What follows belongs to an exercise in optimizing a design on an open flow for small area, a short achievable clock period and few clock cycles per item; a production flow would make more cautious choices. Only simulation tests tie the RTL to the original design; equivalence was not proved. Power and IR drop assume default switching activity.

==> flow/design.v <==
`timescale 1ns/1ns
package order_pkg;
    typedef enum logic [7:0] {
        NEW     = 8'h30,
        CANCEL  = 8'h34,
        REPLACE = 8'h35
    } exec_type_e;
    typedef enum logic [7:0] {
        BUY  = 8'h31,
        SELL = 8'h32
    } side_e;
    typedef enum logic [7:0] {
        MARKET = 8'h31,
        LIMIT  = 8'h32
    } ord_type_e;
    typedef enum logic [7:0] {
        DAY = 8'h30,
        IOC = 8'h33,
        FOK = 8'h34
    } tif_e;
    typedef logic [31:0]       price_t;
    typedef logic [15:0]       qty_t;
    typedef logic [64-1:0] symbol_t;
    typedef struct packed {
        exec_type_e exec_type;
        side_e      side;
        ord_type_e  ord_type;
        tif_e       tif;
        price_t     price;
        qty_t       qty;
        symbol_t    symbol;
    } order_t;
    typedef logic [5-1:0][7:0] order_no_t;
endpackage
`timescale 1ns/1ns
package stream_pkg;
    typedef logic [64-1:0] beat_t;
    typedef logic [$clog2(4)-1:0] pe_idx_t;
    typedef enum logic [2:0] {
        IDLE,
        HDR,
        BODY,
        SYM,
        TAIL
    } builder_state_e;
    typedef logic [15:0] session_id_t;
    typedef logic [31:0] seq_num_t;
endpackage
`timescale 1ns/1ns
module order_no_counter (
    input  logic                 clk,
    input  logic                 resetn,
    input  logic                 advance_i,
    output order_pkg::order_no_t order_no_o
);
    logic [4*5-1:0] bcd_q;
    logic [5-1:0]   nine_q;     
    logic [5-1:0]   step_q;     
    logic [5-1:0]   nine;
    logic [5-1:0]   step;
    always_comb begin
        logic c;
        c = 1'b1;
        for (int d = 0; d < 5; d++) begin
            nine[d] = bcd_q[4*d +: 4] == 4'd9;
            step[d] = c;
            c = c && nine[d];
        end
    end
    always_ff @(posedge clk) begin
        if (!resetn) begin
            bcd_q  <= '0;
            nine_q <= '0;
            step_q <= 'b1;
        end else begin
            nine_q <= nine;
            step_q <= step;
            for (int d = 0; d < 5; d++) begin
                if (advance_i && step_q[d]) begin
                    bcd_q[4*d +: 4] <= nine_q[d] ? 4'd0 : bcd_q[4*d +: 4] + 4'd1;
                end
            end
        end
    end
    logic [8*5-1:0] ascii;
    always_comb begin
        for (int d = 0; d < 5; d++) begin
            ascii[8*d +: 8] = {4'h3, bcd_q[4*d +: 4]};
        end
    end
    assign order_no_o = ascii;
endmodule
`timescale 1ns/1ns
module top_payload_generator (
    input  logic                          clk,
    input  logic                          resetn,
    input  logic [15:0]                   session_id_i,
    input  logic [31:0]                   msg_seq_num_i,
    input  logic [4-1:0]            pe_valid_i,
    input  logic [4*(32 + 32 + 16 + 64)-1:0]   pe_order_i,
    output logic [4-1:0]            pe_ready_o,
    input  logic                          tready_i,
    output logic                          tvalid_o,
    output logic                          tlast_o,
    output logic [64-1:0]            tdata_o
);
    logic                 tvalid_q;
    logic                 tlast_q;
    logic [3:0]           bsel_q;
    logic [2:0][4-1:0] esel_q;
    stream_pkg::pe_idx_t  cur_q;       
    stream_pkg::pe_idx_t  nxt_q;       
    logic                 have_q;
    logic [4-1:0]   rdy_q;
    stream_pkg::beat_t    tdata_q, tdata_d;
    order_pkg::order_no_t order_no;
    logic                 ld;
    logic                 start;
    logic                 next0;       
    logic [4-1:0]   busy;
    logic [4-1:0]   cand;
    stream_pkg::pe_idx_t  pick;
    logic                 found;
    assign ld    = !tvalid_q || tready_i;
    assign start = ld && bsel_q[0] && (|esel_q[0]);
    assign next0 = ld ? (bsel_q[3] || (bsel_q[0] && !(|esel_q[0]))) : bsel_q[0];
    assign busy = esel_q[1] | esel_q[2] | rdy_q;
    assign cand = pe_valid_i & ~busy;
    always_comb begin
        found = 1'b0;
        pick  = cur_q;
        for (int k = 1; k <= 4; k++) begin
            if (!found && cand[stream_pkg::pe_idx_t'(cur_q + k)]) begin
                found = 1'b1;
                pick  = stream_pkg::pe_idx_t'(cur_q + k);
            end
        end
    end
    always_ff @(posedge clk) begin
        if (!resetn) begin
            tvalid_q <= 1'b0;
            tlast_q  <= 1'b0;
            bsel_q   <= 4'b0001;
            esel_q   <= '0;
            cur_q    <= '0;
            nxt_q    <= '0;
            have_q   <= 1'b0;
            rdy_q    <= '0;
        end else begin
            if (ld) begin
                tvalid_q  <= !bsel_q[0] || (|esel_q[0]);
                tlast_q   <= bsel_q[3];
                bsel_q[1] <= start;
                bsel_q[2] <= bsel_q[1];
                bsel_q[3] <= bsel_q[2];
                bsel_q[0] <= next0;
                esel_q[1] <= start ? esel_q[0] : '0;
                esel_q[2] <= esel_q[1];
                rdy_q     <= esel_q[2];
            end else begin
                rdy_q     <= '0;
            end
            for (int e = 0; e < 4; e++) begin
                esel_q[0][e] <= next0 && have_q && !start && nxt_q == stream_pkg::pe_idx_t'(e);
            end
            if (start) begin
                cur_q  <= nxt_q;
                have_q <= 1'b0;
            end else if (!have_q) begin
                have_q <= found;
                nxt_q  <= pick;
            end
        end
    end
    logic [4-1:0][64-1:0] eterm;
    for (genvar e = 0; e < 4; e++) begin : g_eng
        logic [(32 + 32 + 16 + 64)-1:0] o;
        assign o = pe_order_i[e*(32 + 32 + 16 + 64) +: (32 + 32 + 16 + 64)];
        assign eterm[e] = ({64{esel_q[0][e]}} & {16'h0,
                                                 5'b0, o[138], 1'b0, o[136],
                                                 6'b0, ~o[128], o[128],
                                                 32'h0})
                        | ({64{esel_q[1][e]}} & {o[111:80], o[79:64],
                                                 6'b0, ~o[120], o[120],
                                                 5'b0, o[114], o[112], o[112]})
                        | ({64{esel_q[2][e]}} & o[63:0]);
    end
    assign tdata_d = ({64{bsel_q[0]}} & {session_id_i, 8'h30, 8'h30, msg_seq_num_i})
                   | ({64{bsel_q[1]}} & {32'h0, 16'h0, 8'h30, 8'h30})
                   | ({64{bsel_q[3]}} & {order_no, 24'd0})
                   | eterm[0] | eterm[1] | eterm[2] | eterm[3];
    always_ff @(posedge clk) begin
        if (ld) tdata_q <= tdata_d;
    end
    order_no_counter u_order_no (
        .clk        (clk),
        .resetn     (resetn),
        .advance_i  (ld && bsel_q[3]),
        .order_no_o (order_no)
    );
    assign tvalid_o   = tvalid_q;
    assign tlast_o    = tlast_q;
    assign tdata_o    = tdata_q;
    assign pe_ready_o = rdy_q;
endmodule
==> flow/flow/run.sh <==
#!/bin/bash
# The standard flow, with two changes: the port buffers are the smallest
# buffer cell, and the pins are placed in regions (flow/io.tcl, made by
# gen/io_gen.py) that keep each tdata_o bit next to the input bits feeding it.
export BUFFER_PORTS_ARGS="-buffer_cell sky130_fd_sc_hd__buf_1"
export IO_CONSTRAINTS="$PWD/flow/io.tcl"
bash standard.sh > standard.log 2>&1
==> flow/flow/io.tcl <==
set_io_pin_constraint -pin_names {clk resetn tready_i tvalid_o tlast_o pe_valid_i[0] pe_valid_i[1] pe_valid_i[2] pe_valid_i[3] pe_ready_o[0] pe_ready_o[1] pe_ready_o[2] pe_ready_o[3]} -region bottom:3.00-16.40
set_io_pin_constraint -pin_names {tdata_o[0] msg_seq_num_i[0] pe_order_i[112] pe_order_i[256] pe_order_i[400] pe_order_i[544] pe_order_i[0] pe_order_i[144] pe_order_i[288] pe_order_i[432]} -region bottom:16.40-26.70
set_io_pin_constraint -pin_names {tdata_o[1] msg_seq_num_i[1] pe_order_i[1] pe_order_i[145] pe_order_i[289] pe_order_i[433]} -region bottom:26.70-32.88
set_io_pin_constraint -pin_names {tdata_o[2] msg_seq_num_i[2] pe_order_i[114] pe_order_i[258] pe_order_i[402] pe_order_i[546] pe_order_i[2] pe_order_i[146] pe_order_i[290] pe_order_i[434]} -region bottom:32.88-43.19
set_io_pin_constraint -pin_names {tdata_o[3] msg_seq_num_i[3] pe_order_i[3] pe_order_i[147] pe_order_i[291] pe_order_i[435]} -region bottom:43.19-49.37
set_io_pin_constraint -pin_names {tdata_o[4] msg_seq_num_i[4] pe_order_i[4] pe_order_i[148] pe_order_i[292] pe_order_i[436]} -region bottom:49.37-55.55
set_io_pin_constraint -pin_names {tdata_o[5] msg_seq_num_i[5] pe_order_i[5] pe_order_i[149] pe_order_i[293] pe_order_i[437]} -region bottom:55.55-61.73
set_io_pin_constraint -pin_names {tdata_o[6] msg_seq_num_i[6] pe_order_i[6] pe_order_i[150] pe_order_i[294] pe_order_i[438]} -region bottom:61.73-67.92
set_io_pin_constraint -pin_names {tdata_o[7] msg_seq_num_i[7] pe_order_i[7] pe_order_i[151] pe_order_i[295] pe_order_i[439]} -region bottom:67.92-74.10
set_io_pin_constraint -pin_names {tdata_o[8] msg_seq_num_i[8] pe_order_i[120] pe_order_i[264] pe_order_i[408] pe_order_i[552] pe_order_i[8] pe_order_i[152] pe_order_i[296] pe_order_i[440]} -region bottom:74.10-84.40
set_io_pin_constraint -pin_names {tdata_o[9] msg_seq_num_i[9] pe_order_i[9] pe_order_i[153] pe_order_i[297] pe_order_i[441]} -region bottom:84.40-90.58
set_io_pin_constraint -pin_names {tdata_o[10] msg_seq_num_i[10] pe_order_i[10] pe_order_i[154] pe_order_i[298] pe_order_i[442]} -region bottom:90.58-96.77
set_io_pin_constraint -pin_names {tdata_o[11] msg_seq_num_i[11] pe_order_i[11] pe_order_i[155] pe_order_i[299] pe_order_i[443]} -region bottom:96.77-102.95
set_io_pin_constraint -pin_names {tdata_o[12] msg_seq_num_i[12] pe_order_i[12] pe_order_i[156] pe_order_i[300] pe_order_i[444]} -region bottom:102.95-109.13
set_io_pin_constraint -pin_names {tdata_o[13] msg_seq_num_i[13] pe_order_i[13] pe_order_i[157] pe_order_i[301] pe_order_i[445]} -region bottom:109.13-115.31
set_io_pin_constraint -pin_names {tdata_o[14] msg_seq_num_i[14] pe_order_i[14] pe_order_i[158] pe_order_i[302] pe_order_i[446]} -region bottom:115.31-121.50
set_io_pin_constraint -pin_names {tdata_o[15] msg_seq_num_i[15] pe_order_i[15] pe_order_i[159] pe_order_i[303] pe_order_i[447]} -region bottom:121.50-127.68
set_io_pin_constraint -pin_names {tdata_o[16] msg_seq_num_i[16] pe_order_i[64] pe_order_i[208] pe_order_i[352] pe_order_i[496] pe_order_i[16] pe_order_i[160] pe_order_i[304] pe_order_i[448]} -region bottom:127.68-137.98
set_io_pin_constraint -pin_names {tdata_o[17] msg_seq_num_i[17] pe_order_i[65] pe_order_i[209] pe_order_i[353] pe_order_i[497] pe_order_i[17] pe_order_i[161] pe_order_i[305] pe_order_i[449]} -region bottom:137.98-148.29
set_io_pin_constraint -pin_names {tdata_o[18] msg_seq_num_i[18] pe_order_i[66] pe_order_i[210] pe_order_i[354] pe_order_i[498] pe_order_i[18] pe_order_i[162] pe_order_i[306] pe_order_i[450]} -region bottom:148.29-158.59
set_io_pin_constraint -pin_names {tdata_o[19] msg_seq_num_i[19] pe_order_i[67] pe_order_i[211] pe_order_i[355] pe_order_i[499] pe_order_i[19] pe_order_i[163] pe_order_i[307] pe_order_i[451]} -region bottom:158.59-168.89
set_io_pin_constraint -pin_names {tdata_o[20] msg_seq_num_i[20] pe_order_i[68] pe_order_i[212] pe_order_i[356] pe_order_i[500] pe_order_i[20] pe_order_i[164] pe_order_i[308] pe_order_i[452]} -region bottom:168.89-179.20
set_io_pin_constraint -pin_names {tdata_o[21] msg_seq_num_i[21] pe_order_i[69] pe_order_i[213] pe_order_i[357] pe_order_i[501] pe_order_i[21] pe_order_i[165] pe_order_i[309] pe_order_i[453]} -region bottom:179.20-189.50
set_io_pin_constraint -pin_names {tdata_o[22] msg_seq_num_i[22] pe_order_i[70] pe_order_i[214] pe_order_i[358] pe_order_i[502] pe_order_i[22] pe_order_i[166] pe_order_i[310] pe_order_i[454]} -region bottom:189.50-199.81
set_io_pin_constraint -pin_names {tdata_o[23] msg_seq_num_i[23] pe_order_i[71] pe_order_i[215] pe_order_i[359] pe_order_i[503] pe_order_i[23] pe_order_i[167] pe_order_i[311] pe_order_i[455]} -region bottom:199.81-210.11
set_io_pin_constraint -pin_names {tdata_o[24] msg_seq_num_i[24] pe_order_i[72] pe_order_i[216] pe_order_i[360] pe_order_i[504] pe_order_i[24] pe_order_i[168] pe_order_i[312] pe_order_i[456]} -region bottom:210.11-220.41
set_io_pin_constraint -pin_names {tdata_o[25] msg_seq_num_i[25] pe_order_i[73] pe_order_i[217] pe_order_i[361] pe_order_i[505] pe_order_i[25] pe_order_i[169] pe_order_i[313] pe_order_i[457]} -region bottom:220.41-230.72
set_io_pin_constraint -pin_names {tdata_o[26] msg_seq_num_i[26] pe_order_i[74] pe_order_i[218] pe_order_i[362] pe_order_i[506] pe_order_i[26] pe_order_i[170] pe_order_i[314] pe_order_i[458]} -region bottom:230.72-241.02
set_io_pin_constraint -pin_names {tdata_o[27] msg_seq_num_i[27] pe_order_i[75] pe_order_i[219] pe_order_i[363]} -region bottom:241.02-246.17
set_io_pin_constraint -pin_names {pe_order_i[507] pe_order_i[27] pe_order_i[171] pe_order_i[315] pe_order_i[459]} -region right:3.00-10.62
set_io_pin_constraint -pin_names {tdata_o[28] msg_seq_num_i[28] pe_order_i[76] pe_order_i[220] pe_order_i[364] pe_order_i[508] pe_order_i[28] pe_order_i[172] pe_order_i[316] pe_order_i[460]} -region right:10.62-25.85
set_io_pin_constraint -pin_names {tdata_o[29] msg_seq_num_i[29] pe_order_i[77] pe_order_i[221] pe_order_i[365] pe_order_i[509] pe_order_i[29] pe_order_i[173] pe_order_i[317] pe_order_i[461]} -region right:25.85-41.08
set_io_pin_constraint -pin_names {tdata_o[30] msg_seq_num_i[30] pe_order_i[78] pe_order_i[222] pe_order_i[366] pe_order_i[510] pe_order_i[30] pe_order_i[174] pe_order_i[318] pe_order_i[462]} -region right:41.08-56.31
set_io_pin_constraint -pin_names {tdata_o[31] msg_seq_num_i[31] pe_order_i[79] pe_order_i[223] pe_order_i[367] pe_order_i[511] pe_order_i[31] pe_order_i[175] pe_order_i[319] pe_order_i[463]} -region right:56.31-71.54
set_io_pin_constraint -pin_names {tdata_o[32] pe_order_i[128] pe_order_i[272] pe_order_i[416] pe_order_i[560] pe_order_i[80] pe_order_i[224] pe_order_i[368] pe_order_i[512] pe_order_i[32] pe_order_i[176] pe_order_i[320] pe_order_i[464]} -region right:71.54-91.35
set_io_pin_constraint -pin_names {tdata_o[33] pe_order_i[81] pe_order_i[225] pe_order_i[369] pe_order_i[513] pe_order_i[33] pe_order_i[177] pe_order_i[321] pe_order_i[465]} -region right:91.35-105.05
set_io_pin_constraint -pin_names {tdata_o[34] pe_order_i[82] pe_order_i[226] pe_order_i[370] pe_order_i[514] pe_order_i[34] pe_order_i[178] pe_order_i[322] pe_order_i[466]} -region right:105.05-118.76
set_io_pin_constraint -pin_names {tdata_o[35] pe_order_i[83] pe_order_i[227] pe_order_i[371] pe_order_i[515] pe_order_i[35] pe_order_i[179] pe_order_i[323] pe_order_i[467]} -region right:118.76-132.47
set_io_pin_constraint -pin_names {tdata_o[36] pe_order_i[84] pe_order_i[228] pe_order_i[372] pe_order_i[516] pe_order_i[36] pe_order_i[180] pe_order_i[324] pe_order_i[468]} -region right:132.47-146.18
set_io_pin_constraint -pin_names {tdata_o[37] pe_order_i[85] pe_order_i[229] pe_order_i[373] pe_order_i[517] pe_order_i[37] pe_order_i[181] pe_order_i[325] pe_order_i[469]} -region right:146.18-159.89
set_io_pin_constraint -pin_names {tdata_o[38] pe_order_i[86] pe_order_i[230] pe_order_i[374] pe_order_i[518] pe_order_i[38] pe_order_i[182] pe_order_i[326] pe_order_i[470]} -region right:159.89-173.60
set_io_pin_constraint -pin_names {tdata_o[39] pe_order_i[87] pe_order_i[231] pe_order_i[375] pe_order_i[519] pe_order_i[39] pe_order_i[183] pe_order_i[327] pe_order_i[471]} -region right:173.60-187.31
set_io_pin_constraint -pin_names {tdata_o[40] pe_order_i[136] pe_order_i[280] pe_order_i[424] pe_order_i[568] pe_order_i[88] pe_order_i[232] pe_order_i[376] pe_order_i[520] pe_order_i[40] pe_order_i[184] pe_order_i[328] pe_order_i[472]} -region right:187.31-207.11
set_io_pin_constraint -pin_names {tdata_o[41] pe_order_i[89] pe_order_i[233] pe_order_i[377] pe_order_i[521] pe_order_i[41] pe_order_i[185] pe_order_i[329] pe_order_i[473]} -region right:207.11-220.82
set_io_pin_constraint -pin_names {tdata_o[42] pe_order_i[138] pe_order_i[282] pe_order_i[426] pe_order_i[570] pe_order_i[90] pe_order_i[234] pe_order_i[378] pe_order_i[522] pe_order_i[42] pe_order_i[186] pe_order_i[330] pe_order_i[474]} -region right:220.82-240.62
set_io_pin_constraint -pin_names {tdata_o[43] pe_order_i[91] pe_order_i[235] pe_order_i[379]} -region right:240.62-246.71
set_io_pin_constraint -pin_names {pe_order_i[523] pe_order_i[43] pe_order_i[187] pe_order_i[331] pe_order_i[475]} -region top:241.85-247.00
set_io_pin_constraint -pin_names {tdata_o[44] pe_order_i[92] pe_order_i[236] pe_order_i[380] pe_order_i[524] pe_order_i[44] pe_order_i[188] pe_order_i[332] pe_order_i[476]} -region top:232.57-241.85
set_io_pin_constraint -pin_names {tdata_o[45] pe_order_i[93] pe_order_i[237] pe_order_i[381] pe_order_i[525] pe_order_i[45] pe_order_i[189] pe_order_i[333] pe_order_i[477]} -region top:223.30-232.57
set_io_pin_constraint -pin_names {tdata_o[46] pe_order_i[94] pe_order_i[238] pe_order_i[382] pe_order_i[526] pe_order_i[46] pe_order_i[190] pe_order_i[334] pe_order_i[478]} -region top:214.03-223.30
set_io_pin_constraint -pin_names {tdata_o[47] pe_order_i[95] pe_order_i[239] pe_order_i[383] pe_order_i[527] pe_order_i[47] pe_order_i[191] pe_order_i[335] pe_order_i[479]} -region top:204.75-214.03
set_io_pin_constraint -pin_names {tdata_o[48] session_id_i[0] pe_order_i[96] pe_order_i[240] pe_order_i[384] pe_order_i[528] pe_order_i[48] pe_order_i[192] pe_order_i[336] pe_order_i[480]} -region top:194.45-204.75
set_io_pin_constraint -pin_names {tdata_o[49] session_id_i[1] pe_order_i[97] pe_order_i[241] pe_order_i[385] pe_order_i[529] pe_order_i[49] pe_order_i[193] pe_order_i[337] pe_order_i[481]} -region top:184.15-194.45
set_io_pin_constraint -pin_names {tdata_o[50] session_id_i[2] pe_order_i[98] pe_order_i[242] pe_order_i[386] pe_order_i[530] pe_order_i[50] pe_order_i[194] pe_order_i[338] pe_order_i[482]} -region top:173.84-184.15
set_io_pin_constraint -pin_names {tdata_o[51] session_id_i[3] pe_order_i[99] pe_order_i[243] pe_order_i[387] pe_order_i[531] pe_order_i[51] pe_order_i[195] pe_order_i[339] pe_order_i[483]} -region top:163.54-173.84
set_io_pin_constraint -pin_names {tdata_o[52] session_id_i[4] pe_order_i[100] pe_order_i[244] pe_order_i[388] pe_order_i[532] pe_order_i[52] pe_order_i[196] pe_order_i[340] pe_order_i[484]} -region top:153.23-163.54
set_io_pin_constraint -pin_names {tdata_o[53] session_id_i[5] pe_order_i[101] pe_order_i[245] pe_order_i[389] pe_order_i[533] pe_order_i[53] pe_order_i[197] pe_order_i[341] pe_order_i[485]} -region top:142.93-153.23
set_io_pin_constraint -pin_names {tdata_o[54] session_id_i[6] pe_order_i[102] pe_order_i[246] pe_order_i[390] pe_order_i[534] pe_order_i[54] pe_order_i[198] pe_order_i[342] pe_order_i[486]} -region top:132.63-142.93
set_io_pin_constraint -pin_names {tdata_o[55] session_id_i[7] pe_order_i[103] pe_order_i[247] pe_order_i[391] pe_order_i[535] pe_order_i[55] pe_order_i[199] pe_order_i[343] pe_order_i[487]} -region top:122.32-132.63
set_io_pin_constraint -pin_names {tdata_o[56] session_id_i[8] pe_order_i[104] pe_order_i[248] pe_order_i[392] pe_order_i[536] pe_order_i[56] pe_order_i[200] pe_order_i[344] pe_order_i[488]} -region top:112.02-122.32
set_io_pin_constraint -pin_names {tdata_o[57] session_id_i[9] pe_order_i[105] pe_order_i[249] pe_order_i[393] pe_order_i[537] pe_order_i[57] pe_order_i[201] pe_order_i[345] pe_order_i[489]} -region top:101.71-112.02
set_io_pin_constraint -pin_names {tdata_o[58] session_id_i[10] pe_order_i[106] pe_order_i[250] pe_order_i[394] pe_order_i[538] pe_order_i[58] pe_order_i[202] pe_order_i[346] pe_order_i[490]} -region top:91.41-101.71
set_io_pin_constraint -pin_names {tdata_o[59] session_id_i[11] pe_order_i[107] pe_order_i[251] pe_order_i[395] pe_order_i[539] pe_order_i[59] pe_order_i[203] pe_order_i[347] pe_order_i[491]} -region top:81.11-91.41
set_io_pin_constraint -pin_names {tdata_o[60] session_id_i[12] pe_order_i[108] pe_order_i[252] pe_order_i[396] pe_order_i[540] pe_order_i[60] pe_order_i[204] pe_order_i[348] pe_order_i[492]} -region top:70.80-81.11
set_io_pin_constraint -pin_names {tdata_o[61] session_id_i[13] pe_order_i[109] pe_order_i[253] pe_order_i[397] pe_order_i[541] pe_order_i[61] pe_order_i[205] pe_order_i[349] pe_order_i[493]} -region top:60.50-70.80
set_io_pin_constraint -pin_names {tdata_o[62] session_id_i[14] pe_order_i[110] pe_order_i[254] pe_order_i[398] pe_order_i[542] pe_order_i[62] pe_order_i[206] pe_order_i[350] pe_order_i[494]} -region top:50.19-60.50
set_io_pin_constraint -pin_names {tdata_o[63] session_id_i[15] pe_order_i[111] pe_order_i[255] pe_order_i[399] pe_order_i[543] pe_order_i[63] pe_order_i[207] pe_order_i[351] pe_order_i[495]} -region top:39.89-50.19
set_io_pin_constraint -pin_names {pe_order_i[113] pe_order_i[115] pe_order_i[116] pe_order_i[117] pe_order_i[118] pe_order_i[119] pe_order_i[121] pe_order_i[122] pe_order_i[123] pe_order_i[124] pe_order_i[125] pe_order_i[126] pe_order_i[127] pe_order_i[129] pe_order_i[130] pe_order_i[131] pe_order_i[132] pe_order_i[133] pe_order_i[134] pe_order_i[135] pe_order_i[137] pe_order_i[139] pe_order_i[140] pe_order_i[141] pe_order_i[142] pe_order_i[143] pe_order_i[257] pe_order_i[259] pe_order_i[260] pe_order_i[261] pe_order_i[262] pe_order_i[263] pe_order_i[265] pe_order_i[266] pe_order_i[267]} -region top:3.83-39.89
set_io_pin_constraint -pin_names {pe_order_i[268] pe_order_i[269] pe_order_i[270] pe_order_i[271] pe_order_i[273] pe_order_i[274] pe_order_i[275] pe_order_i[276] pe_order_i[277] pe_order_i[278] pe_order_i[279] pe_order_i[281] pe_order_i[283] pe_order_i[284] pe_order_i[285] pe_order_i[286] pe_order_i[287] pe_order_i[401] pe_order_i[403] pe_order_i[404] pe_order_i[405] pe_order_i[406] pe_order_i[407] pe_order_i[409] pe_order_i[410] pe_order_i[411] pe_order_i[412] pe_order_i[413] pe_order_i[414] pe_order_i[415] pe_order_i[417] pe_order_i[418] pe_order_i[419] pe_order_i[420] pe_order_i[421] pe_order_i[422] pe_order_i[423] pe_order_i[425] pe_order_i[427] pe_order_i[428] pe_order_i[429] pe_order_i[430] pe_order_i[431] pe_order_i[545] pe_order_i[547] pe_order_i[548] pe_order_i[549] pe_order_i[550] pe_order_i[551] pe_order_i[553] pe_order_i[554] pe_order_i[555] pe_order_i[556] pe_order_i[557] pe_order_i[558] pe_order_i[559] pe_order_i[561] pe_order_i[562] pe_order_i[563] pe_order_i[564] pe_order_i[565] pe_order_i[566] pe_order_i[567] pe_order_i[569] pe_order_i[571] pe_order_i[572] pe_order_i[573] pe_order_i[574] pe_order_i[575]} -region left:141.90-247.00
==> flow/standard.sh <==
#!/bin/bash
# synth_recipe.tcl (not shown) runs the flow's synth.tcl, then flattens the netlist and writes it again
# the make line also repeats each setting of config.mk as NAME=value (left out here)
make -C /OpenROAD-flow-scripts/flow DESIGN_CONFIG=/design/flow/config.mk WORK_HOME=/design/flow/orfs CLKGATE_MAP_FILE= SYNTH_SCRIPT=/design/flow/synth_recipe.tcl "${@:-finish}"
==> flow/config.mk <==
export PLATFORM = sky130hd
export DESIGN_NAME = top_payload_generator
export DESIGN_NICKNAME = top_payload_generator
export VERILOG_FILES = /design/flow/design.v
export SDC_FILE = /design/flow/constraint.sdc
export NUM_CORES = 4
export LEC_CHECK = 0
export CAP_MARGIN = 20
export CORE_AREA = 2.5 2.5 247.5 247.5
export DIE_AREA = 0 0 250 250
export SETUP_SLACK_MARGIN = 2.9
export SLEW_MARGIN = 20
==> flow/constraint.sdc <==
create_clock -name core_clock -period 5.0 [get_ports {clk}]
set_input_delay 1.0000 -clock core_clock [delete_from_list [all_inputs] [get_ports {clk}]]
set_output_delay 1.0000 -clock core_clock [all_outputs]
set_load 0.01 [all_outputs]
==> notes.md, run 1 <==
status -> complete, no violations
Placement Cell Area -> 0.01020 sq mm
hold path cells -> 2
Crit. End Element -> flip-flop
Core Rows -> 89
vias in the first global route -> 8537
TNS Setup -> 0 ps
final setup fails -> 0
die area -> 0.06250 sq mm
largest cells by area after synthesis -> edfxtp_1, dfxtp_1, a22oi_1, a221oi_1, a22o_1
Post-DP HPWL -> 25250 um
post-synthesis register bit count -> 119
First-pass DRT Iterations -> 7
Synth-to-Final Area Change -> 53.29%
Max Cap Viol -> 0
io pins -> 701
port bufs -> 596
share of the synthesized area in the top cell type -> 27.15%
Ant. Diodes -> 0
Clock Latency Late Sink -> 460 ps
worst reg2reg path endpoint -> u_order_no.bcd_q[15]$_SDFFE_PN0P_
post-synthesis async set-or-reset flop share -> 0%
Placed Cells -> 2054
final core utilization -> 18.32%
Placement Setup Slack -> 1916 ps
Critical Path Max Stage Delay -> 680 ps
slowest CP cell -> or4b_2
Fmax -> 485.2 MHz
Worst-path clk slew -> 60 ps
critical setup path kind -> input port to flip-flop
Root Driver -> clkbuf_16
worst r2r src -> bsel_q[3]$_SDFFE_PN0N_
first-pass GRT wire length -> 48360 um
Critical Path RT -> 5380 ps
DIE HEIGHT -> 250 um
initial antenna violation count -> 4
fillers -> 6736
Routed wire per std cell -> 16.25 um
hold endpoint -> bsel_q[3]$_SDFFE_PN0N_
fin crit period -> 2061 ps
Post-synth EDFFs -> 64
total track usage -> 10.19%
DIE WIDTH -> 250 um
antenna viol nets, final -> 0
area of the multi-input gates -> 0.003752 sq mm
Hold Crit Start -> bsel_q[2]$_SDFFE_PN0N_
post-synthesis sequential area ratio -> 42.70%
worst path cell trace -> buf_1 > nor2b_4 > inv_12 > nand2_2 > or4b_2 > a21oi_1
post-synthesis cell area -> 0.007079 sq mm
R2R depth -> 4
period utilization -> 41.22%
H-Tree Depth -> 4
RSZ-0062 raised after global routing -> yes
largest net degree at the start of global routing -> 64
Post-Syn Nets -> 1382
total gr overflow -> 0
r2r setup slk -> 3030 ps
Avg Inst Size Synth -> 9.554 sq um
final WL -> 33920 um
power density cells -> 342.6 mW/mm^2
RePlAce Congestion -> 0.7304
dominant cell type by area after synthesis -> edfxtp_1
CTS Buf Count -> 17
final hold viol count -> 0
post-synth cell types -> 48
final worst setup slack -> 2939 ps
worst-path fanout max -> 18
DR vias -> 8932
crit start category -> input port
Post-Syn Instances -> 741
worst slew pin tran -> 917.0 ps
Final nets -> 1943
total core area -> 0.05924 sq mm
TritonCTS clock tree -> yes
via density per instance -> 4.278
main flop type after synthesis -> edfxtp_1
Ys Warns -> 2
Hold Path Class -> flip-flop to flip-flop
Slew headroom -> 38.87%
# hold bufs at CTS -> 0
share of layout cells above drive strength 1 -> 5.779%
Iteration-0 DRC Markers -> 811
crit path DAT -> 2450 ps
clock tree buffer depth -> 2
worst vdd ir -> 0.0002550 V
max-slew violation count -> 0
cell area after layout -> 0.01085 sq mm
Setup Skew -> 10.01 ps
Starting Density -> 11.95%
DR DRC count -> 0
leakage power total -> 3.370 nW
clock sinks -> 119
register area -> 0.003038 sq mm
Finished Layout Cells -> 2088
total power -> 3.717 mW
hold slack -> 450.0 ps
[synthesized netlist by cell type (10+ instances only)]
cell and count:
dfxtp_1 55, o21ai_0 11, nor3_1 13, a221oi_1 51, nand3_1 47, inv_1 14, ha_1 10, buf_1 16
edfxtp_1 64, a22o_1 45, a22oi_1 116, nand2_1 46, a21oi_1 47, clkbuf_1 55, nor2_1 23, nand4_1 26
a222oi_1 35
[worst max-delay path by stage]
stage                  start                          endpoint  slack (ps)  depth (start not counted)
6_report            tready_i  u_order_no.bcd_q[2]$_SDFFE_PN0P_        2940                          6
5_1_grt             tready_i  u_order_no.bcd_q[2]$_SDFFE_PN0P_        2880                          6
4_1_cts             tready_i  u_order_no.bcd_q[2]$_SDFFE_PN0P_        2800                          6
3_5_place_dp        tready_i  u_order_no.bcd_q[2]$_SDFFE_PN0P_        1920                          6
3_3_place_gp        tready_i  u_order_no.bcd_q[2]$_SDFFE_PN0P_        1930                          6
2_1_floorplan  pe_valid_i[2]             nxt_q[0]$_SDFFE_PN0P_        2820                          5
[worst max-delay path: cells and delay by family]
| kind | cells | cell delay (ps) |
|---|---|---|
| simple gates | 3 | 980 |
| buf+inv | 2 | 300 |
| compound gates | 1 | 150 |
[state kept, by name, indices dropped and copies added (netlist names)]
signal	count
rdy_q	4
bsel_q	4
tdata_q	64
tlast_q	1
esel_q	12
u_order_no.step_q	4
tvalid_q	1
have_q	1
u_order_no.nine_q	4
nxt_q	2
u_order_no.bcd_q	20
cur_q	2
[layout make-up]
type	count	area share, %
Multi-Input combinational cell	533	34.58
Sequential cell	119	27.99
Timing Repair Buffer	615	22.29
Tap cell	773	8.913
Clock buffer	22	4.773
Clock inverter	10	0.7379
Inverter	15	0.6341
Timing Repair inverter	1	0.08071
[per-layer routing]
layer | track usage (%) | wire length (um) | vias to the layer above
met3 | 2.461 | 2122 | 30
met5 | 0 | 0 | -
met2 | 18.86 | 17920 | 362
met4 | 3.669 | 535 | 0
met1 | 11.27 | 13350 | 4308
li1 | - | - | 4232
[power by group]
part / switching [mW] / total (mW) / leakage (nW) / internal, mW
Combinational: 0.601 / 0.997 / 1.95 / 0.396
Sequential: 0.149 / 1.47 / 1.13 / 1.32
Clock: 0.508 / 1.25 / 0.290 / 0.740
Total: 1.26 / 3.72 / 3.37 / 2.46
[logic make-up after synthesis]
family / after synthesis / synth area share, %
AND/OR/NAND/NOR: 195 / 14.67
AO/OA/AOI/OAI: 325 / 35.58
adder cells (fa/ha/maj): 10 / 1.767
buffers and inverters: 89 / 4.860
multiplexers: 3 / 0.4242
flip-flops: 119 / 42.70
[repair_timing]
action,in CTS,in global routing
cloned,0,1
gates resized for setup,6,4
setup endpoints to repair,88,26
setup buffers,0,1
[cell usage in the layout, fill, tap and decap left out, types with 4 or more instances in the layout]
master and n:
a21oi_1 47, a221oi_1 51, a222oi_1 35, a22o_1 45
a22oi_1 116, a31oi_1 5, and3_1 6, buf_1 595
buf_4 16, clkbuf_16 20, clkinv_4 4, dfxtp_1 45
dfxtp_2 9, edfxtp_1 64, ha_1 10, inv_1 13
nand2_1 45, nand3_1 46, nand4_1 26, nor2_1 22
nor2b_1 4, nor3_1 13, nor3b_1 4, o21ai_0 11
o21bai_1 4, or4_1 5, or4b_1 4
Testbench counts, summed over its fixed seeds: cycles 38,424, items 9,600.
==> run 2, diff against run 1 <==
--- a/flow/config.mk
+++ b/flow/config.mk
@@ -8,5 +8,5 @@
 export CAP_MARGIN = 20
 export CORE_AREA = 2.5 2.5 247.5 247.5
 export DIE_AREA = 0 0 250 250
-export SETUP_SLACK_MARGIN = 2.9
+export SETUP_SLACK_MARGIN = 3.2
 export SLEW_MARGIN = 20
==> run 2 against run 1 <==
  * Via count is 2.3% higher
  * Clock-buffer cell count is 2 lower
  * Critical path type is now flip-flop to output port
  * Sequential power hardly changed
  * Critical endpoint is now tdata_o[28]
  * Worst hold slack better by 9.2 ps
==> notes.md, run 2 <==
Fmax -> 506.8 MHz (was 485.2 MHz)
Root Driver -> clkbuf_16 (unchanged)
clock tree buffer depth -> 2 (unchanged)
post-synthesis register bit count -> 119 (unchanged)
TritonCTS clock tree -> yes (unchanged)
main flop type after synthesis -> edfxtp_1 (unchanged)
worst reg2reg path endpoint -> tdata_q[45]$_DFFE_PN_ (was u_order_no.bcd_q[15]$_SDFFE_PN0P_)
Iteration-0 DRC Markers -> 1032 (was 811)
clock sinks -> 119 (unchanged)
Starting Density -> 11.95% (unchanged)
TNS Setup -> 0 ps (unchanged)
commonest non-fill, non-tap cell in the layout -> buf_1 (unchanged)
Post-Syn Instances -> 741 (unchanged)
post-synthesis sequential area ratio -> 42.70% (unchanged)
largest cells by area after synthesis -> edfxtp_1, dfxtp_1, a22oi_1, a221oi_1, a22o_1 (unchanged)
post-synth cell types -> 48 (unchanged)
# hold bufs at CTS -> 0 (unchanged)
Max Cap Viol -> 0 (unchanged)
Setup Skew -> 11.82 ps (was 10.01 ps)
dominant cell type by area after synthesis -> edfxtp_1 (unchanged)
final core utilization -> 19.50% (was 18.32%)
Final nets -> 1970 (was 1943)
first-pass GRT wire length -> 48950 um (was 48360 um)
max-slew violation count -> 0 (unchanged)
port bufs -> 596 (unchanged)
max reg flops -> 64 (unchanged)
total gr overflow -> 0 (unchanged)
Synth-to-Final Area Change -> 63.15% (was 53.29%)
Post-Syn Nets -> 1382 (unchanged)
post-synthesis cell area -> 0.007079 sq mm (unchanged)
antenna viol nets, final -> 0 (unchanged)
r2r setup slk -> 3260 ps (was 3030 ps)
period utilization -> 39.46% (was 41.22%)
R2R depth -> 4 (unchanged)
Clock Latency Late Sink -> 460 ps (about the same)
die area -> 0.06250 sq mm (unchanged)
share of the synthesized area in the top cell type -> 27.15% (unchanged)
Regs by FF count -> tdata_q x64, u_order_no.bcd_q x20, esel_q x12 (unchanged)
Avg Inst Size Synth -> 9.554 sq um (unchanged)
RePlAce Congestion -> 0.7341 (was 0.7304)
hold endpoint -> bsel_q[3]$_SDFFE_PN0N_ (unchanged)
post-synthesis async set-or-reset flop share -> 0% (unchanged)
Hold Path Class -> flip-flop to flip-flop (unchanged)
total core area -> 0.05924 sq mm (unchanged)
DR vias -> 9134 (was 8932)
Placement Setup Slack -> 2033 ps (was 1916 ps)
slowest CP cell -> edfxtp_1 (was or4b_2)
worst vdd ir -> 0.0002478 V (was 0.0002550 V)
Placed Cells -> 2058 (was 2054)
Slew headroom -> 53.36% (was 38.87%)
DR DRC count -> 0 (unchanged)
via density per instance -> 4.317 (was 4.278)
DIE HEIGHT -> 250 um (unchanged)
hold path cells -> 2 (unchanged)
power density cells -> 344.2 mW/mm^2 (was 342.6 mW/mm^2)
Critical Path RT -> 4000 ps (was 5380 ps)
Routed wire per std cell -> 17.07 um (was 16.25 um)
First-pass DRT Iterations -> 8 (was 7)
commonest cells after routing, fill and taps aside -> buf_1, a22oi_1, edfxtp_1 (unchanged)
RSZ-0062 raised after global routing -> yes (unchanged)
final worst setup slack -> 3027 ps (was 2939 ps)
worst path cell trace -> clkbuf_2 (was buf_1 > nor2b_4 > inv_12 > nand2_2 > or4b_2 > a21oi_1)
total track usage -> 10.31% (was 10.19%)
final setup fails -> 0 (unchanged)
H-Tree Depth -> 4 (unchanged)
Crit path max-delay family -> flip-flops (was simple AND/OR/NAND/NOR gates)
total power -> 3.975 mW (was 3.717 mW)
status -> complete, no violations (unchanged)
Largest Register -> tdata_q (unchanged)
crit start category -> flip-flop (was input port)
CP bufs+invs -> 1 (was 2)
hold slack -> 459.2 ps (was 450.0 ps)
Finished Layout Cells -> 2116 (was 2088)
final hold viol count -> 0 (unchanged)
Worst-path clk slew -> 60 ps (about the same)
cell with the most instances after synthesis -> a22oi_1 (unchanged)
Placement Cell Area -> 0.01031 sq mm (was 0.01020 sq mm)
Ys Warns -> 2 (unchanged)
Core Rows -> 89 (unchanged)
crit path DAT -> 970 ps (was 2450 ps)
worst-path fanout max -> 1 (was 18)
fin crit period -> 1973 ps (was 2061 ps)
Post-synth EDFFs -> 64 (unchanged)
cell area after layout -> 0.01155 sq mm (was 0.01085 sq mm)
critical setup path kind -> flip-flop to output port (was input port to flip-flop)
io pins -> 701 (unchanged)
Post-DP HPWL -> 24570 um (was 25250 um)
Post-synth top cells -> a22oi_1, edfxtp_1, clkbuf_1, dfxtp_1, a221oi_1 (unchanged)
vias in the first global route -> 8458 (was 8537)
DIE WIDTH -> 250 um (unchanged)
CTS Buf Count -> 17 (unchanged)
leakage power total -> 3.837 nW (was 3.370 nW)
largest net degree at the start of global routing -> 68 (was 64)
Critical Path Max Stage Delay -> 380 ps (was 680 ps)
worst r2r src -> esel_q[8]$_SDFFE_PN0N_ (was bsel_q[3]$_SDFFE_PN0N_)
initial antenna violation count -> 3 (was 4)
Hold Crit Start -> bsel_q[2]$_SDFFE_PN0N_ (unchanged)
share of layout cells above drive strength 1 -> 14.90% (was 5.779%)
final WL -> 36120 um (was 33920 um)
worst slew pin tran -> 699.6 ps (was 917.0 ps)
Crit. End Element -> output port (was flip-flop)
==> run 2: cell families (layout without fill, tap and decap cells) <==
family	Yosys count	count (layout)	share of synthesized area [%]
AOI/OAI and AO/OA	325	325	35.58
and+or+nand+nor	195	195	14.67
DFF	119	119	42.70
buffers and inverters	89	690	4.860
adders and majority gates	10	10	1.767
muxes	3	3	0.4242
other	0	1	0
==> run 2: per-layer routing <==
| layer | share of wire, % | vias up | GRT usage, % |
|---|---|---|---|
| li1 | - | 4298 | - |
| met1 | 39 | 4369 | 11.77 |
| met2 | 51 | 419 | 18.07 |
| met3 | 7.4 | 48 | 2.722 |
| met4 | 3.0 | 0 | 4.497 |
| met5 | 0 | - | 0 |
==> run 2: tightest hold or removal path: stages (launching register included) <==
cell and delay (ps):
dfxtp_1 310, nand2_2 60, a21oi_1 50
==> run 2: how the worst max path moves through the flow <==
| stage | end | slack (ps) | startpoint | cells after the start |
|---|---|---|---|---|
| floorplan | nxt_q[0]$_SDFFE_PN0P_ | 2820 | pe_valid_i[2] | 5 |
| global placement | esel_q[0]$_SDFF_PN0_ | 2040 | tready_i | 7 |
| detailed placement | esel_q[0]$_SDFF_PN0_ | 2030 | tready_i | 7 |
| CTS | tdata_o[18] | 2970 | tdata_q[18]$_DFFE_PN_ | 1 |
| global route | tdata_o[18] | 2960 | tdata_q[18]$_DFFE_PN_ | 1 |
| finish | tdata_o[28] | 3030 | tdata_q[28]$_DFFE_PN_ | 1 |
==> run 2: final cells by class <==
| type | count | area [sq um] |
|---|---|---|
| Clock buffer | 20 | 479.2 |
| Timing Repair inverter | 1 | 8.758 |
| Tap cell | 773 | 967.2 |
| Fill cell | 6721 | 47690 |
| Inverter | 15 | 71.32 |
| Clock inverter | 12 | 163.9 |
| Sequential cell | 119 | 3069 |
| Timing Repair Buffer | 642 | 2897 |
| Multi-Input combinational cell | 533 | 3891 |
| Antenna cell | 1 | 2.502 |
==> run 2: timing repair <==
| action | 4_1_cts | 5_1_grt |
|---|---|---|
| resized for setup | 53 | 80 |
| setup buffers | 10 | 10 |
| pin swaps | 0 | 7 |
| gates cloned | 1 | 4 |
| setup endpoints to repair | 207 | 115 |
==> run 2: power by group <==
group	internal [mW]	switching (mW)	total, mW	leakage, nW
combinational	0.510	0.633	1.14	2.39
clock	0.848	0.507	1.35	0.311
sequential	1.33	0.151	1.48	1.14
==> run 3, diff against run 2 <==
==> flow/flow/run.sh (replaced) <==
#!/bin/bash
# The standard flow, with three changes: the port buffers are the smallest
# buffer cell, the pins may sit on every routing track, and they are placed in
# regions (flow/io.tcl, made by gen/io_gen.py) that keep each tdata_o bit next
# to the input bits feeding it.
export BUFFER_PORTS_ARGS="-buffer_cell sky130_fd_sc_hd__buf_1"
export PLACE_PINS_ARGS="-min_distance 1 -min_distance_in_tracks"
export IO_CONSTRAINTS="$PWD/flow/io.tcl"
bash standard.sh > standard.log 2>&1
==> flow/flow/io.tcl (replaced) <==
set_io_pin_constraint -pin_names {clk resetn tready_i tvalid_o tlast_o pe_valid_i[0] pe_valid_i[1] pe_valid_i[2] pe_valid_i[3] pe_ready_o[0] pe_ready_o[1] pe_ready_o[2] pe_ready_o[3]} -region bottom:3.00-12.57
set_io_pin_constraint -pin_names {tdata_o[0] msg_seq_num_i[0] pe_order_i[112] pe_order_i[256] pe_order_i[400] pe_order_i[544] pe_order_i[0] pe_order_i[144] pe_order_i[288] pe_order_i[432]} -region bottom:12.57-19.93
set_io_pin_constraint -pin_names {tdata_o[1] msg_seq_num_i[1] pe_order_i[1] pe_order_i[145] pe_order_i[289] pe_order_i[433]} -region bottom:19.93-24.34
set_io_pin_constraint -pin_names {tdata_o[2] msg_seq_num_i[2] pe_order_i[114] pe_order_i[258] pe_order_i[402] pe_order_i[546] pe_order_i[2] pe_order_i[146] pe_order_i[290] pe_order_i[434]} -region bottom:24.34-31.70
set_io_pin_constraint -pin_names {tdata_o[3] msg_seq_num_i[3] pe_order_i[3] pe_order_i[147] pe_order_i[291] pe_order_i[435]} -region bottom:31.70-36.12
set_io_pin_constraint -pin_names {tdata_o[4] msg_seq_num_i[4] pe_order_i[4] pe_order_i[148] pe_order_i[292] pe_order_i[436]} -region bottom:36.12-40.54
set_io_pin_constraint -pin_names {tdata_o[5] msg_seq_num_i[5] pe_order_i[5] pe_order_i[149] pe_order_i[293] pe_order_i[437]} -region bottom:40.54-44.95
set_io_pin_constraint -pin_names {tdata_o[6] msg_seq_num_i[6] pe_order_i[6] pe_order_i[150] pe_order_i[294] pe_order_i[438]} -region bottom:44.95-49.37
set_io_pin_constraint -pin_names {tdata_o[7] msg_seq_num_i[7] pe_order_i[7] pe_order_i[151] pe_order_i[295] pe_order_i[439]} -region bottom:49.37-53.78
set_io_pin_constraint -pin_names {tdata_o[8] msg_seq_num_i[8] pe_order_i[120] pe_order_i[264] pe_order_i[408] pe_order_i[552] pe_order_i[8] pe_order_i[152] pe_order_i[296] pe_order_i[440]} -region bottom:53.78-61.14
set_io_pin_constraint -pin_names {tdata_o[9] msg_seq_num_i[9] pe_order_i[9] pe_order_i[153] pe_order_i[297] pe_order_i[441]} -region bottom:61.14-65.56
set_io_pin_constraint -pin_names {tdata_o[10] msg_seq_num_i[10] pe_order_i[10] pe_order_i[154] pe_order_i[298] pe_order_i[442]} -region bottom:65.56-69.98
set_io_pin_constraint -pin_names {tdata_o[11] msg_seq_num_i[11] pe_order_i[11] pe_order_i[155] pe_order_i[299] pe_order_i[443]} -region bottom:69.98-74.39
set_io_pin_constraint -pin_names {tdata_o[12] msg_seq_num_i[12] pe_order_i[12] pe_order_i[156] pe_order_i[300] pe_order_i[444]} -region bottom:74.39-78.81
set_io_pin_constraint -pin_names {tdata_o[13] msg_seq_num_i[13] pe_order_i[13] pe_order_i[157] pe_order_i[301] pe_order_i[445]} -region bottom:78.81-83.22
set_io_pin_constraint -pin_names {tdata_o[14] msg_seq_num_i[14] pe_order_i[14] pe_order_i[158] pe_order_i[302] pe_order_i[446]} -region bottom:83.22-87.64
set_io_pin_constraint -pin_names {tdata_o[15] msg_seq_num_i[15] pe_order_i[15] pe_order_i[159] pe_order_i[303] pe_order_i[447]} -region bottom:87.64-92.06
set_io_pin_constraint -pin_names {tdata_o[16] msg_seq_num_i[16] pe_order_i[64] pe_order_i[208] pe_order_i[352] pe_order_i[496] pe_order_i[16] pe_order_i[160] pe_order_i[304] pe_order_i[448]} -region bottom:92.06-99.42
set_io_pin_constraint -pin_names {tdata_o[17] msg_seq_num_i[17] pe_order_i[65] pe_order_i[209] pe_order_i[353] pe_order_i[497] pe_order_i[17] pe_order_i[161] pe_order_i[305] pe_order_i[449]} -region bottom:99.42-106.78
set_io_pin_constraint -pin_names {tdata_o[18] msg_seq_num_i[18] pe_order_i[66] pe_order_i[210] pe_order_i[354] pe_order_i[498] pe_order_i[18] pe_order_i[162] pe_order_i[306] pe_order_i[450]} -region bottom:106.78-114.14
set_io_pin_constraint -pin_names {tdata_o[19] msg_seq_num_i[19] pe_order_i[67] pe_order_i[211] pe_order_i[355] pe_order_i[499] pe_order_i[19] pe_order_i[163] pe_order_i[307] pe_order_i[451]} -region bottom:114.14-121.50
set_io_pin_constraint -pin_names {tdata_o[20] msg_seq_num_i[20] pe_order_i[68] pe_order_i[212] pe_order_i[356] pe_order_i[500] pe_order_i[20] pe_order_i[164] pe_order_i[308] pe_order_i[452]} -region bottom:121.50-128.86
set_io_pin_constraint -pin_names {tdata_o[21] msg_seq_num_i[21] pe_order_i[69] pe_order_i[213] pe_order_i[357] pe_order_i[501] pe_order_i[21] pe_order_i[165] pe_order_i[309] pe_order_i[453]} -region bottom:128.86-136.22
set_io_pin_constraint -pin_names {tdata_o[22] msg_seq_num_i[22] pe_order_i[70] pe_order_i[214] pe_order_i[358] pe_order_i[502] pe_order_i[22] pe_order_i[166] pe_order_i[310] pe_order_i[454]} -region bottom:136.22-143.58
set_io_pin_constraint -pin_names {tdata_o[23] msg_seq_num_i[23] pe_order_i[71] pe_order_i[215] pe_order_i[359] pe_order_i[503] pe_order_i[23] pe_order_i[167] pe_order_i[311] pe_order_i[455]} -region bottom:143.58-150.94
set_io_pin_constraint -pin_names {tdata_o[24] msg_seq_num_i[24] pe_order_i[72] pe_order_i[216] pe_order_i[360] pe_order_i[504] pe_order_i[24] pe_order_i[168] pe_order_i[312] pe_order_i[456]} -region bottom:150.94-158.30
set_io_pin_constraint -pin_names {tdata_o[25] msg_seq_num_i[25] pe_order_i[73] pe_order_i[217] pe_order_i[361] pe_order_i[505] pe_order_i[25] pe_order_i[169] pe_order_i[313] pe_order_i[457]} -region bottom:158.30-165.66
set_io_pin_constraint -pin_names {tdata_o[26] msg_seq_num_i[26] pe_order_i[74] pe_order_i[218] pe_order_i[362] pe_order_i[506] pe_order_i[26] pe_order_i[170] pe_order_i[314] pe_order_i[458]} -region bottom:165.66-173.02
set_io_pin_constraint -pin_names {tdata_o[27] msg_seq_num_i[27] pe_order_i[75] pe_order_i[219] pe_order_i[363] pe_order_i[507] pe_order_i[27] pe_order_i[171] pe_order_i[315] pe_order_i[459]} -region bottom:173.02-180.38
set_io_pin_constraint -pin_names {tdata_o[28] msg_seq_num_i[28] pe_order_i[76] pe_order_i[220] pe_order_i[364] pe_order_i[508] pe_order_i[28] pe_order_i[172] pe_order_i[316] pe_order_i[460]} -region bottom:180.38-187.74
set_io_pin_constraint -pin_names {tdata_o[29] msg_seq_num_i[29] pe_order_i[77] pe_order_i[221] pe_order_i[365] pe_order_i[509] pe_order_i[29] pe_order_i[173] pe_order_i[317] pe_order_i[461]} -region bottom:187.74-195.10
set_io_pin_constraint -pin_names {tdata_o[30] msg_seq_num_i[30]} -region bottom:195.10-196.57
set_io_pin_constraint -pin_names {pe_order_i[78] pe_order_i[222] pe_order_i[366] pe_order_i[510] pe_order_i[30] pe_order_i[174] pe_order_i[318] pe_order_i[462]} -region right:3.00-11.70
set_io_pin_constraint -pin_names {tdata_o[31] msg_seq_num_i[31] pe_order_i[79] pe_order_i[223] pe_order_i[367] pe_order_i[511] pe_order_i[31] pe_order_i[175] pe_order_i[319] pe_order_i[463]} -region right:11.70-22.58
set_io_pin_constraint -pin_names {tdata_o[32] pe_order_i[128] pe_order_i[272] pe_order_i[416] pe_order_i[560] pe_order_i[80] pe_order_i[224] pe_order_i[368] pe_order_i[512] pe_order_i[32] pe_order_i[176] pe_order_i[320] pe_order_i[464]} -region right:22.58-36.73
set_io_pin_constraint -pin_names {tdata_o[33] pe_order_i[81] pe_order_i[225] pe_order_i[369] pe_order_i[513] pe_order_i[33] pe_order_i[177] pe_order_i[321] pe_order_i[465]} -region right:36.73-46.52
set_io_pin_constraint -pin_names {tdata_o[34] pe_order_i[82] pe_order_i[226] pe_order_i[370] pe_order_i[514] pe_order_i[34] pe_order_i[178] pe_order_i[322] pe_order_i[466]} -region right:46.52-56.31
set_io_pin_constraint -pin_names {tdata_o[35] pe_order_i[83] pe_order_i[227] pe_order_i[371] pe_order_i[515] pe_order_i[35] pe_order_i[179] pe_order_i[323] pe_order_i[467]} -region right:56.31-66.10
set_io_pin_constraint -pin_names {tdata_o[36] pe_order_i[84] pe_order_i[228] pe_order_i[372] pe_order_i[516] pe_order_i[36] pe_order_i[180] pe_order_i[324] pe_order_i[468]} -region right:66.10-75.90
set_io_pin_constraint -pin_names {tdata_o[37] pe_order_i[85] pe_order_i[229] pe_order_i[373] pe_order_i[517] pe_order_i[37] pe_order_i[181] pe_order_i[325] pe_order_i[469]} -region right:75.90-85.69
set_io_pin_constraint -pin_names {tdata_o[38] pe_order_i[86] pe_order_i[230] pe_order_i[374] pe_order_i[518] pe_order_i[38] pe_order_i[182] pe_order_i[326] pe_order_i[470]} -region right:85.69-95.48
set_io_pin_constraint -pin_names {tdata_o[39] pe_order_i[87] pe_order_i[231] pe_order_i[375] pe_order_i[519] pe_order_i[39] pe_order_i[183] pe_order_i[327] pe_order_i[471]} -region right:95.48-105.27
set_io_pin_constraint -pin_names {tdata_o[40] pe_order_i[136] pe_order_i[280] pe_order_i[424] pe_order_i[568] pe_order_i[88] pe_order_i[232] pe_order_i[376] pe_order_i[520] pe_order_i[40] pe_order_i[184] pe_order_i[328] pe_order_i[472]} -region right:105.27-119.42
set_io_pin_constraint -pin_names {tdata_o[41] pe_order_i[89] pe_order_i[233] pe_order_i[377] pe_order_i[521] pe_order_i[41] pe_order_i[185] pe_order_i[329] pe_order_i[473]} -region right:119.42-129.21
set_io_pin_constraint -pin_names {tdata_o[42] pe_order_i[138] pe_order_i[282] pe_order_i[426] pe_order_i[570] pe_order_i[90] pe_order_i[234] pe_order_i[378] pe_order_i[522] pe_order_i[42] pe_order_i[186] pe_order_i[330] pe_order_i[474]} -region right:129.21-143.35
set_io_pin_constraint -pin_names {tdata_o[43] pe_order_i[91] pe_order_i[235] pe_order_i[379] pe_order_i[523] pe_order_i[43] pe_order_i[187] pe_order_i[331] pe_order_i[475]} -region right:143.35-153.14
set_io_pin_constraint -pin_names {tdata_o[44] pe_order_i[92] pe_order_i[236] pe_order_i[380] pe_order_i[524] pe_order_i[44] pe_order_i[188] pe_order_i[332] pe_order_i[476]} -region right:153.14-162.94
set_io_pin_constraint -pin_names {tdata_o[45] pe_order_i[93] pe_order_i[237] pe_order_i[381] pe_order_i[525] pe_order_i[45] pe_order_i[189] pe_order_i[333] pe_order_i[477]} -region right:162.94-172.73
set_io_pin_constraint -pin_names {tdata_o[46] pe_order_i[94] pe_order_i[238] pe_order_i[382] pe_order_i[526] pe_order_i[46] pe_order_i[190] pe_order_i[334] pe_order_i[478]} -region right:172.73-182.52
set_io_pin_constraint -pin_names {tdata_o[47] pe_order_i[95] pe_order_i[239] pe_order_i[383] pe_order_i[527] pe_order_i[47] pe_order_i[191] pe_order_i[335] pe_order_i[479]} -region right:182.52-192.31
set_io_pin_constraint -pin_names {tdata_o[48] session_id_i[0] pe_order_i[96] pe_order_i[240]} -region right:192.31-196.66
set_io_pin_constraint -pin_names {pe_order_i[384] pe_order_i[528] pe_order_i[48] pe_order_i[192] pe_order_i[336] pe_order_i[480]} -region top:192.58-197.00
set_io_pin_constraint -pin_names {tdata_o[49] session_id_i[1] pe_order_i[97] pe_order_i[241] pe_order_i[385] pe_order_i[529] pe_order_i[49] pe_order_i[193] pe_order_i[337] pe_order_i[481]} -region top:185.22-192.58
set_io_pin_constraint -pin_names {tdata_o[50] session_id_i[2] pe_order_i[98] pe_order_i[242] pe_order_i[386] pe_order_i[530] pe_order_i[50] pe_order_i[194] pe_order_i[338] pe_order_i[482]} -region top:177.86-185.22
set_io_pin_constraint -pin_names {tdata_o[51] session_id_i[3] pe_order_i[99] pe_order_i[243] pe_order_i[387] pe_order_i[531] pe_order_i[51] pe_order_i[195] pe_order_i[339] pe_order_i[483]} -region top:170.50-177.86
set_io_pin_constraint -pin_names {tdata_o[52] session_id_i[4] pe_order_i[100] pe_order_i[244] pe_order_i[388] pe_order_i[532] pe_order_i[52] pe_order_i[196] pe_order_i[340] pe_order_i[484]} -region top:163.14-170.50
set_io_pin_constraint -pin_names {tdata_o[53] session_id_i[5] pe_order_i[101] pe_order_i[245] pe_order_i[389] pe_order_i[533] pe_order_i[53] pe_order_i[197] pe_order_i[341] pe_order_i[485]} -region top:155.78-163.14
set_io_pin_constraint -pin_names {tdata_o[54] session_id_i[6] pe_order_i[102] pe_order_i[246] pe_order_i[390] pe_order_i[534] pe_order_i[54] pe_order_i[198] pe_order_i[342] pe_order_i[486]} -region top:148.42-155.78
set_io_pin_constraint -pin_names {tdata_o[55] session_id_i[7] pe_order_i[103] pe_order_i[247] pe_order_i[391] pe_order_i[535] pe_order_i[55] pe_order_i[199] pe_order_i[343] pe_order_i[487]} -region top:141.06-148.42
set_io_pin_constraint -pin_names {tdata_o[56] session_id_i[8] pe_order_i[104] pe_order_i[248] pe_order_i[392] pe_order_i[536] pe_order_i[56] pe_order_i[200] pe_order_i[344] pe_order_i[488]} -region top:133.70-141.06
set_io_pin_constraint -pin_names {tdata_o[57] session_id_i[9] pe_order_i[105] pe_order_i[249] pe_order_i[393] pe_order_i[537] pe_order_i[57] pe_order_i[201] pe_order_i[345] pe_order_i[489]} -region top:126.34-133.70
set_io_pin_constraint -pin_names {tdata_o[58] session_id_i[10] pe_order_i[106] pe_order_i[250] pe_order_i[394] pe_order_i[538] pe_order_i[58] pe_order_i[202] pe_order_i[346] pe_order_i[490]} -region top:118.98-126.34
set_io_pin_constraint -pin_names {tdata_o[59] session_id_i[11] pe_order_i[107] pe_order_i[251] pe_order_i[395] pe_order_i[539] pe_order_i[59] pe_order_i[203] pe_order_i[347] pe_order_i[491]} -region top:111.62-118.98
set_io_pin_constraint -pin_names {tdata_o[60] session_id_i[12] pe_order_i[108] pe_order_i[252] pe_order_i[396] pe_order_i[540] pe_order_i[60] pe_order_i[204] pe_order_i[348] pe_order_i[492]} -region top:104.26-111.62
set_io_pin_constraint -pin_names {tdata_o[61] session_id_i[13] pe_order_i[109] pe_order_i[253] pe_order_i[397] pe_order_i[541] pe_order_i[61] pe_order_i[205] pe_order_i[349] pe_order_i[493]} -region top:96.90-104.26
set_io_pin_constraint -pin_names {tdata_o[62] session_id_i[14] pe_order_i[110] pe_order_i[254] pe_order_i[398] pe_order_i[542] pe_order_i[62] pe_order_i[206] pe_order_i[350] pe_order_i[494]} -region top:89.54-96.90
set_io_pin_constraint -pin_names {tdata_o[63] session_id_i[15] pe_order_i[111] pe_order_i[255] pe_order_i[399] pe_order_i[543] pe_order_i[63] pe_order_i[207] pe_order_i[351] pe_order_i[495]} -region top:82.18-89.54
set_io_pin_constraint -pin_names {pe_order_i[113] pe_order_i[115] pe_order_i[116] pe_order_i[117] pe_order_i[118] pe_order_i[119] pe_order_i[121] pe_order_i[122] pe_order_i[123] pe_order_i[124] pe_order_i[125] pe_order_i[126] pe_order_i[127] pe_order_i[129] pe_order_i[130] pe_order_i[131] pe_order_i[132] pe_order_i[133] pe_order_i[134] pe_order_i[135] pe_order_i[137] pe_order_i[139] pe_order_i[140] pe_order_i[141] pe_order_i[142] pe_order_i[143] pe_order_i[257] pe_order_i[259] pe_order_i[260] pe_order_i[261] pe_order_i[262] pe_order_i[263] pe_order_i[265] pe_order_i[266] pe_order_i[267] pe_order_i[268] pe_order_i[269] pe_order_i[270] pe_order_i[271] pe_order_i[273] pe_order_i[274] pe_order_i[275] pe_order_i[276] pe_order_i[277] pe_order_i[278] pe_order_i[279] pe_order_i[281] pe_order_i[283] pe_order_i[284] pe_order_i[285] pe_order_i[286] pe_order_i[287] pe_order_i[401] pe_order_i[403] pe_order_i[404] pe_order_i[405] pe_order_i[406] pe_order_i[407] pe_order_i[409] pe_order_i[410] pe_order_i[411] pe_order_i[412] pe_order_i[413] pe_order_i[414] pe_order_i[415] pe_order_i[417] pe_order_i[418] pe_order_i[419] pe_order_i[420] pe_order_i[421] pe_order_i[422] pe_order_i[423] pe_order_i[425] pe_order_i[427] pe_order_i[428] pe_order_i[429] pe_order_i[430] pe_order_i[431] pe_order_i[545] pe_order_i[547] pe_order_i[548] pe_order_i[549] pe_order_i[550] pe_order_i[551] pe_order_i[553] pe_order_i[554] pe_order_i[555] pe_order_i[556] pe_order_i[557] pe_order_i[558] pe_order_i[559] pe_order_i[561] pe_order_i[562] pe_order_i[563] pe_order_i[564] pe_order_i[565] pe_order_i[566] pe_order_i[567] pe_order_i[569] pe_order_i[571] pe_order_i[572] pe_order_i[573] pe_order_i[574] pe_order_i[575]} -region top:5.64-82.18
--- a/flow/config.mk
+++ b/flow/config.mk
@@ -6,7 +6,7 @@
 export NUM_CORES = 4
 export LEC_CHECK = 0
 export CAP_MARGIN = 20
-export CORE_AREA = 2.5 2.5 247.5 247.5
-export DIE_AREA = 0 0 250 250
+export CORE_AREA = 2.5 2.5 197.5 197.5
+export DIE_AREA = 0 0 200 200
 export SETUP_SLACK_MARGIN = 3.2
 export SLEW_MARGIN = 20
==> run 3 against run 2 <==
  * Synthesized cell count unchanged
  * Critical path depth is the same
  * Global-route usage is 4.5 points higher
  * Critical path type unchanged
  * Via count grew 4.6%
  * Sequential share of layout area increased by 1.2 points
==> notes.md, run 3 <==
status -> complete, no violations (unchanged)
hold path cells -> 2 (unchanged)
crit start category -> flip-flop (unchanged)
slowest CP cell -> edfxtp_1 (unchanged)
worst path cell trace -> clkbuf_2 (unchanged)
largest net degree at the start of global routing -> 64 (was 68)
Core Rows -> 71 (was 89)
post-synthesis async set-or-reset flop share -> 0% (unchanged)
Worst Setup SP -> tdata_q[47]$_DFFE_PN_ (was tdata_q[28]$_DFFE_PN_)
post-synthesis sequential area ratio -> 42.70% (unchanged)
first-pass GRT wire length -> 45730 um (was 48950 um)
Ys Warns -> 2 (unchanged)
H-Tree Depth -> 4 (unchanged)
largest cells by area after synthesis -> edfxtp_1, dfxtp_1, a22oi_1, a221oi_1, a22o_1 (unchanged)
Starting Density -> 18.84% (was 11.95%)
Crit. End Element -> output port (unchanged)
Fmax -> 513.9 MHz (was 506.8 MHz)
Placement Cell Area -> 0.009907 sq mm (was 0.01031 sq mm)
Max Cap Viol -> 0 (unchanged)
hold endpoint -> bsel_q[3]$_SDFFE_PN0N_ (unchanged)
Worst-path clk slew -> 70 ps (was 60 ps)
leakage power total -> 3.692 nW (was 3.837 nW)
Critical Path RT -> 4000 ps (about the same)
DR DRC count -> 0 (unchanged)
port bufs -> 596 (unchanged)
post-synthesis register bit count -> 119 (unchanged)
post-synthesis cell area -> 0.007079 sq mm (unchanged)
worst slew pin tran -> 655.3 ps (was 699.6 ps)
First-pass DRT Iterations -> 24 (was 8)
Avg Inst Size Synth -> 9.554 sq um (unchanged)
Crit path max-delay family -> flip-flops (unchanged)
initial antenna violation count -> 0 (was 3)
commonest cells after routing, fill and taps aside -> buf_1, a22oi_1, edfxtp_1 (unchanged)
io pins -> 701 (unchanged)
clock tree buffer depth -> 2 (unchanged)
Routed wire per std cell -> 18.41 um (was 17.07 um)
Synth-to-Final Area Change -> 55.21% (was 63.15%)
Placement Setup Slack -> 1970 ps (was 2033 ps)
vias in the first global route -> 8697 (was 8458)
Critical Path Max Stage Delay -> 380 ps (about the same)
Root Driver -> clkbuf_16 (unchanged)
power density cells -> 355.7 mW/mm^2 (was 344.2 mW/mm^2)
final setup fails -> 0 (unchanged)
final hold viol count -> 0 (unchanged)
final worst setup slack -> 3054 ps (was 3027 ps)
total power -> 3.908 mW (was 3.975 mW)
Slew headroom -> 56.31% (was 53.36%)
total gr overflow -> 0 (unchanged)
Post-synth EDFFs -> 64 (unchanged)
cell area after layout -> 0.01099 sq mm (was 0.01155 sq mm)
cell with the most instances after synthesis -> a22oi_1 (unchanged)
RSZ-0062 raised after global routing -> yes (unchanged)
share of the synthesized area in the top cell type -> 27.15% (unchanged)
Iteration-0 DRC Markers -> 702 (was 1032)
total core area -> 0.03758 sq mm (was 0.05924 sq mm)
critical setup path kind -> flip-flop to output port (unchanged)
Post-Syn Instances -> 741 (unchanged)
TritonCTS clock tree -> yes (unchanged)
worst r2r src -> esel_q[9]$_SDFFE_PN0N_ (was esel_q[8]$_SDFFE_PN0N_)
Post-DP HPWL -> 23550 um (was 24570 um)
DR vias -> 9554 (was 9134)
final core utilization -> 29.24% (was 19.50%)
final WL -> 33790 um (was 36120 um)
CP bufs+invs -> 1 (unchanged)
CTS Buf Count -> 17 (unchanged)
# hold bufs at CTS -> 0 (unchanged)
Largest Register -> tdata_q (unchanged)
total track usage -> 14.81% (was 10.31%)
dominant cell type by area after synthesis -> edfxtp_1 (unchanged)
TNS Setup -> 0 ps (unchanged)
commonest non-fill, non-tap cell in the layout -> buf_1 (unchanged)
-- run 3: cell counts after synthesis --
Identical to the previous run, type by type.
-- run 3: power breakdown --
part	internal, mW	leakage [nW]	total, mW	switching, mW
clock	0.759	0.299	1.30	0.540
sequential	1.33	1.14	1.48	0.154
combinational	0.492	2.26	1.13	0.638
-- run 3: worst max-delay path by stage --
stage / to / slack, ps / cells past startpoint
2_1_floorplan: nxt_q[0]$_SDFFE_PN0P_ / 2820 / 5
3_5_place_dp: nxt_q[1]$_SDFFE_PN0P_ / 1970 / 6
3_3_place_gp: nxt_q[1]$_SDFFE_PN0P_ / 1990 / 6
6_report: tdata_o[47] / 3050 / 1
5_1_grt: tdata_o[53] / 3000 / 1
4_1_cts: tdata_o[48] / 3030 / 1
-- run 3: repair_timing --
action                                  CTS  global route
cloned                                    2             0
pin swaps                                 1             4
gates resized for setup                  69            57
buffers inserted                          7             7
endpoints found under the setup margin  205           105
-- run 3: final cells by class --
type / count / area, sq um / share of cell area (%)
Inverter: 15 / 86.33 / 0.7857
Tap cell: 511 / 639.4 / 5.819
Clock buffer: 17 / 425.4 / 3.872
Timing Repair Buffer: 624 / 2681 / 24.40
Timing Repair inverter: 2 / 32.53 / 0.2961
Sequential cell: 119 / 3055 / 27.81
Multi-Input combinational cell: 533 / 3886 / 35.37
Clock inverter: 15 / 181.4 / 1.651
-- run 3: logic make-up after synthesis --
| kind of cell | Yosys count | share of synthesized area (%) |
|---|---|---|
| AOI/OAI and AO/OA | 325 | 35.58 |
| adders and majority gates | 10 | 1.767 |
| buffers and inverters | 89 | 4.860 |
| DFF | 119 | 42.70 |
| muxes | 3 | 0.4242 |
| and+or+nand+nor | 195 | 14.67 |
-- run 3: stage by stage --
| step | instances | hold slack [ps] |
|---|---|---|
| final | 1836 | 461.3 |
| after global routing | 1836 | 475.2 |
| after CTS | 1829 | 466.7 |
| after detailed placement | 1788 | 459.2 |
| after global placement | 1788 | 448.4 |
| after floorplan | 741 | 438.9 |
-- run 3: routing by layer --
layer / vias to the layer above / routed length (um) / track usage [%]
met5: - / 0 / 0
met3: 123 / 2459 / 3.562
li1: 4262 / - / -
met1: 4648 / 12690 / 15.49
met2: 521 / 17440 / 28.06
met4: 0 / 1206 / 6.475

-- what the ideal ports hide --
How much do the figures lean on ideal ports? The routed layouts below were timed once more, with nothing changed but the port constraints.
Step 1: set_driving_cell puts a clkbuf_16 on clk and a buf_2 on each other input, an assumption about the parent block.
Step 2 also shifts input and output timing later by t, the mid clock arrival at the registers, as if the neighbouring blocks saw the same clock.
a / b / c = no drivers / after step 1 / after step 2; a / b = the first two.
run	t, ns	setup slack, ns	worst register clock-pin slew, ns	worst slew at a driven data input, ns
run 1	0.509	2.939 / 2.914 / 2.461	0.06 / 0.06	0.05
run 2	0.511	3.027 / 2.969 / 2.718	0.07 / 0.07	0.05
run 3	0.472	3.054 / 3.003 / 2.681	0.07 / 0.07	0.07
After both steps setup and hold are still met in every run listed. For run 1, which loses most, drivers alone change the setup slack by -0.025 ns; drivers and shift together by -0.478 ns.
